From an optimization exercise on the open Yosys and OpenROAD flow, aimed at small area; shortcuts taken in it are not production practice.
Function was checked by simulation only, so behaviour that the tests miss may differ from the original.
Power figures rest on the tool's default switching activity, not on a simulated workload.

run 1:
## risc_op_issue
module risc_op_issue (
    input  logic        clk,
    input  logic        rst,
    input  logic        instr_valid,
    input  logic [31:0] instr,
    output logic        instr_ready,
    output logic [31:0] alu_x1,
    output logic [31:0] alu_x2,
    output logic [19:0] alu_instr,
    output logic        alu_cin,
    output logic        alu_opcode_4,
    input  logic [31:0] alu_y,
    input  logic        alu_cout,
    output logic        wb_valid,
    output logic [4:0]  wb_rd,
    output logic [31:0] wb_data,
    output logic        illegal,
    input  logic [4:0]  dbg_addr,
    output logic [31:0] dbg_data,
    output logic [31:0] retired
);
    localparam logic [6:0] OPC_OP     = 7'b0110011;
    localparam logic [6:0] OPC_OP_IMM = 7'b0010011;
    logic        exec_q, wb_q, illegal_q;
    logic        idle, take, wb_go;
    logic [19:0] hi_q;         
    logic        op5_q;        
    logic [4:0]  rd_q;         
    logic [31:0] op1_q;        
    logic [31:0] result_q;
    logic [4:0]  wb_rd_q;
    logic        pend_q;       
    logic [4:0]  off_q, off_d;
    logic [31:1] rf_v_q;
    logic [31:0] ring_q [31];
    logic [4:0]  addr_a;
    logic [31:0] port_a, port_d;
    logic        unused_cout;
    assign unused_cout = alu_cout;
    assign idle  = ~(exec_q | wb_q);
    assign take  = idle & instr_valid;
    assign wb_go = exec_q & ~illegal_q;
    always_ff @(posedge clk or posedge rst) begin
        if (rst) begin
            exec_q    <= 1'b0;
            wb_q      <= 1'b0;
            illegal_q <= 1'b0;
        end else begin
            exec_q    <= take;
            wb_q      <= wb_go;
            illegal_q <= take & (instr[6:0] != OPC_OP) & (instr[6:0] != OPC_OP_IMM);
        end
    end
  ...
clock: 9.0 ns
lec_check: 0
cap_margin: 10
core_margin: 2
core_utilization: 66
place_density: 0.76
slew_margin: 10
standard.sh (not shown) runs the stock make flow with config.mk's settings and CLKGATE_MAP_FILE= SYNTH_SCRIPT=/design/flow/synth_recipe.tcl, a recipe that flattens the netlist after the stock synthesis.
==> flow/flow/run.sh <==
#!/bin/bash
# Own layout flow: the standard ORFS flow (standard.sh) with these changes:
#  - synthesis maps the logic with an area-oriented ABC script (flow/area.script) instead of
#    ORFS's speed script; the rest of synth_recipe.tcl runs unchanged;
#  - port buffers are buf_1 cells;
#  - CTS builds the tree from clkbuf_4 cells under a clkbuf_16 root, with small sink
#    clusters (at most 10 sinks, 50 um), and inserts no dummy loads.
# Each tool's output stays in ORFS's own logs under orfs/logs; make's output goes to make.log.
set -euo pipefail
W=$(pwd)
{
  echo "set ::own_abc_script $W/flow/area.script"
  cat "$W/flow/abc_override.tcl"
  cat "$W/synth_recipe.tcl"
} > "$W/own_synth.tcl"

bash "$W/standard.sh" \
  "SYNTH_SCRIPT=$W/own_synth.tcl" \
  "BUFFER_PORTS_ARGS=-buffer_cell sky130_fd_sc_hd__buf_1" \
  "CTS_ARGS=-sink_clustering_enable -repair_clock_nets -dont_use_dummy_load -buf_list {sky130_fd_sc_hd__clkbuf_4} -root_buf sky130_fd_sc_hd__clkbuf_16 -sink_clustering_size 10 -sink_clustering_max_diameter 50" \
  finish > "$W/make.log" 2>&1
==> flow/flow/abc_override.tcl <==
# Replace the ABC script that ORFS's synthesis passes to abc (its speed script) with
# ./area.script, an area-oriented mapping. Everything else in synthesis is unchanged, so the
# registers (mapped by dfflibmap before abc) are the standard synthesis's.
proc abc {args} {
  set i [lsearch -exact $args -script]
  if {$i >= 0} {
    set args [lreplace $args [expr {$i + 1}] [expr {$i + 1}] $::own_abc_script]
  }
  yosys abc {*}$args
}
==> flow/flow/area.script <==
&get -n
&st
&nf -a -R 1000
&put
Run 1: no failed stages, no open violations at the end
[inputs] run 2 vs run 1
diff --git a/flow/flow/run.sh b/flow/flow/run.sh
--- a/flow/flow/run.sh
+++ b/flow/flow/run.sh
@@ -7 +7 @@
-#    clusters (at most 10 sinks, 50 um), and inserts no dummy loads.
+#    clusters (at most 8 sinks, 40 um), and inserts no dummy loads.
@@ -20 +20 @@
-  "CTS_ARGS=-sink_clustering_enable -repair_clock_nets -dont_use_dummy_load -buf_list {sky130_fd_sc_hd__clkbuf_4} -root_buf sky130_fd_sc_hd__clkbuf_16 -sink_clustering_size 10 -sink_clustering_max_diameter 50" \
+  "CTS_ARGS=-sink_clustering_enable -repair_clock_nets -dont_use_dummy_load -buf_list {sky130_fd_sc_hd__clkbuf_4} -root_buf sky130_fd_sc_hd__clkbuf_16 -sink_clustering_size 8 -sink_clustering_max_diameter 40" \
diff --git a/flow/config.mk b/flow/config.mk
--- a/flow/config.mk
+++ b/flow/config.mk
@@ -10,2 +10,2 @@
-export CORE_UTILIZATION = 66
-export PLACE_DENSITY = 0.76
+export CORE_UTILIZATION = 55
+export PLACE_DENSITY = 0.65
Notes after the runs:
Run 2 went all the way through synthesis, placement and routing and the layout is clean on timing, DRC and antenna.
Run 2 vs. run 1: flop-to-flop setup slack went up 20 ps, number of instances in the placed design +175.
On part of the power in the clock network, the lower figure sits with run 1, not run 2.
Compared with run 1, run 2 shows clock buffer count that has gone up by more than a quarter.
Run 2 vs. run 1: via density per instance now sits lower, utilization of the core after routing now sits lower, sequential share of power went down, via count decreased by 1.8% relative to the old numbers.
Between run 2 and run 1, the detailed-routed wire length on met3 is lower for run 2.

========
Starting RTL as in the previous note.
clock: 9.0 ns
lec_check: 0
cap_margin: 10
core_margin: 2
core_utilization: 62
place_density: 0.72
slew_margin: 10
==> flow/flow/run.sh <==
#!/bin/bash
# Own layout flow: the standard ORFS flow (standard.sh) with these changes:
#  - synthesis maps the logic with an area-oriented ABC script (flow/area.script) instead of
#    ORFS's speed script; the rest of synth_recipe.tcl runs unchanged;
#  - port buffers are buf_1 cells;
#  - CTS builds the tree from clkbuf_4 cells under a clkbuf_16 root, with small sink
#    clusters (at most 8 sinks, 40 um), and inserts no dummy loads.
# Each tool's output stays in ORFS's own logs under orfs/logs; make's output goes to make.log.
set -euo pipefail
W=$(pwd)
{
  echo "set ::own_abc_script $W/flow/area.script"
  cat "$W/flow/abc_override.tcl"
  cat "$W/synth_recipe.tcl"
} > "$W/own_synth.tcl"

bash "$W/standard.sh" \
  "SYNTH_SCRIPT=$W/own_synth.tcl" \
  "BUFFER_PORTS_ARGS=-buffer_cell sky130_fd_sc_hd__buf_1" \
  "CTS_ARGS=-sink_clustering_enable -repair_clock_nets -dont_use_dummy_load -buf_list {sky130_fd_sc_hd__clkbuf_4} -root_buf sky130_fd_sc_hd__clkbuf_16 -sink_clustering_size 8 -sink_clustering_max_diameter 40" \
  finish > "$W/make.log" 2>&1
Scripts as last shown in full above: flow/flow/abc_override.tcl, flow/flow/area.script
==> next run, changes <==
--- a/flow/flow/run.sh
+++ b/flow/flow/run.sh
@@ -6,3 +6,3 @@
 #  - CTS builds the tree from clkbuf_4 cells under a clkbuf_16 root, with small sink
-#    clusters (at most 8 sinks, 40 um), and inserts no dummy loads.
+#    clusters (at most 9 sinks, 45 um), and inserts no dummy loads.
 # Each tool's output stays in ORFS's own logs under orfs/logs; make's output goes to make.log.
@@ -19,3 +19,3 @@
   "BUFFER_PORTS_ARGS=-buffer_cell sky130_fd_sc_hd__buf_1" \
-  "CTS_ARGS=-sink_clustering_enable -repair_clock_nets -dont_use_dummy_load -buf_list {sky130_fd_sc_hd__clkbuf_4} -root_buf sky130_fd_sc_hd__clkbuf_16 -sink_clustering_size 8 -sink_clustering_max_diameter 40" \
+  "CTS_ARGS=-sink_clustering_enable -repair_clock_nets -dont_use_dummy_load -buf_list {sky130_fd_sc_hd__clkbuf_4} -root_buf sky130_fd_sc_hd__clkbuf_16 -sink_clustering_size 9 -sink_clustering_max_diameter 45" \
   finish > "$W/make.log" 2>&1
Design area went down by 0.30%.
Flip-flop and latch count is unchanged.
Critical path depth does not change.

========
risc_op_issue, a different RTL version from the one above (not shown whole).
Size in the first run: roughly 2500 cells after synthesis, ~1200 flip-flops, ~260 I/O pins, about 45000 um2 of cells after synthesis.
==> flow/design.v (excerpt) <==
module risc_op_issue (
    input  logic        clk,
    input  logic        rst,
    input  logic        instr_valid,
    input  logic [31:0] instr,
    output logic        instr_ready,
    output logic [31:0] alu_x1,
    output logic [31:0] alu_x2,
    output logic [19:0] alu_instr,
    output logic        alu_cin,
    output logic        alu_opcode_4,
    input  logic [31:0] alu_y,
    input  logic        alu_cout,
    output logic        wb_valid,
    output logic [4:0]  wb_rd,
    output logic [31:0] wb_data,
    output logic        illegal,
    input  logic [4:0]  dbg_addr,
    output logic [31:0] dbg_data,
    output logic [31:0] retired
);
Settings: LEC_CHECK=0, CAP_MARGIN=20, CORE_MARGIN=2, CORE_UTILIZATION=38, PLACE_DENSITY=0.5, SLEW_MARGIN=20; clock period 9.0 ns.
==> flow/flow/run.sh <==
#!/bin/bash
# Own layout flow: the standard ORFS flow (standard.sh) with these changes:
#  - synthesis maps the logic with an area-oriented ABC script (flow/area.script) instead of
#    ORFS's speed script; the rest of synth_recipe.tcl runs unchanged;
#  - port buffers are buf_1 cells;
#  - CTS uses small clock buffers and inserts no dummy loads.
# Each tool's output stays in ORFS's own logs under orfs/logs; make's output goes to make.log.
set -euo pipefail
W=$(pwd)
{
  echo "set ::own_abc_script $W/flow/area.script"
  cat "$W/flow/abc_override.tcl"
  cat "$W/synth_recipe.tcl"
} > "$W/own_synth.tcl"

bash "$W/standard.sh" \
  "SYNTH_SCRIPT=$W/own_synth.tcl" \
  "BUFFER_PORTS_ARGS=-buffer_cell sky130_fd_sc_hd__buf_1" \
  "CTS_ARGS=-sink_clustering_enable -repair_clock_nets -dont_use_dummy_load -buf_list {sky130_fd_sc_hd__clkbuf_4} -sink_clustering_size 10 -sink_clustering_max_diameter 50" \
  finish > "$W/make.log" 2>&1
Scripts as last shown in full above: flow/flow/abc_override.tcl, flow/flow/area.script
==> next run, changes <==
CAP_MARGIN = 10   (was 20)
CORE_UTILIZATION = 55   (was 38)
PLACE_DENSITY = 0.65   (was 0.5)
SLEW_MARGIN = 10   (was 20)
After rerunning: Global-route usage climbs by 8.2 points; first-iteration DRC count came out higher by about a fifth; final cell count goes down by roughly a tenth; combinational power fell by a few percent; clock skew went down by 0.033 ns; wire length came out lower by roughly a tenth; die area went down by a quarter to a third.

-- what the ideal ports hide --
The flow's constraints put no driver on any port. The routed layouts listed below were extracted and timed again, unchanged, in two steps. Step 1, drivers: a clkbuf_16 drives clk and a buf_2 each remaining input, both assumed. Step 2 times the ports against the registers' clock, not the clock port: input delays grow and output delays shrink by t, the midpoint of the rising clock arrivals with the driver on. Slacks: no drivers / after step 1 / after step 2; pairs: no drivers / after step 1.
| run | t, ns | setup slack, ns | hold slack, ns | worst setup path after step 2 |
|---|---|---|---|---|
| run 1 | 0.787 | 0.208 / 0.185 / 0.185 | 0.305 / 0.305 / 0.305 | input to output |
| run 2 | 0.788 | 0.273 / 0.251 / 0.251 | 0.298 / 0.298 / 0.298 | input to output |
| the first run of note 2 | 0.768 | 0.281 / 0.260 / 0.260 | 0.287 / 0.287 / 0.287 | input to output |
| the second run of note 2 | 0.757 | 0.207 / 0.185 / 0.185 | 0.319 / 0.319 / 0.319 | input to output |
| the first run of note 3 | 1.149 | 0.962 / 0.883 / 1.577 | 0.438 / 0.438 / 0.438 | input to output |
| the second run of note 3 | 1.072 | 1.535 / 1.467 / 1.621 | 0.460 / 0.460 / 0.460 | input to output |
After both steps every run listed still meets setup and hold. For run 1, which loses most, drivers alone change the setup slack by -0.023 ns; drivers and shift together by -0.023 ns.
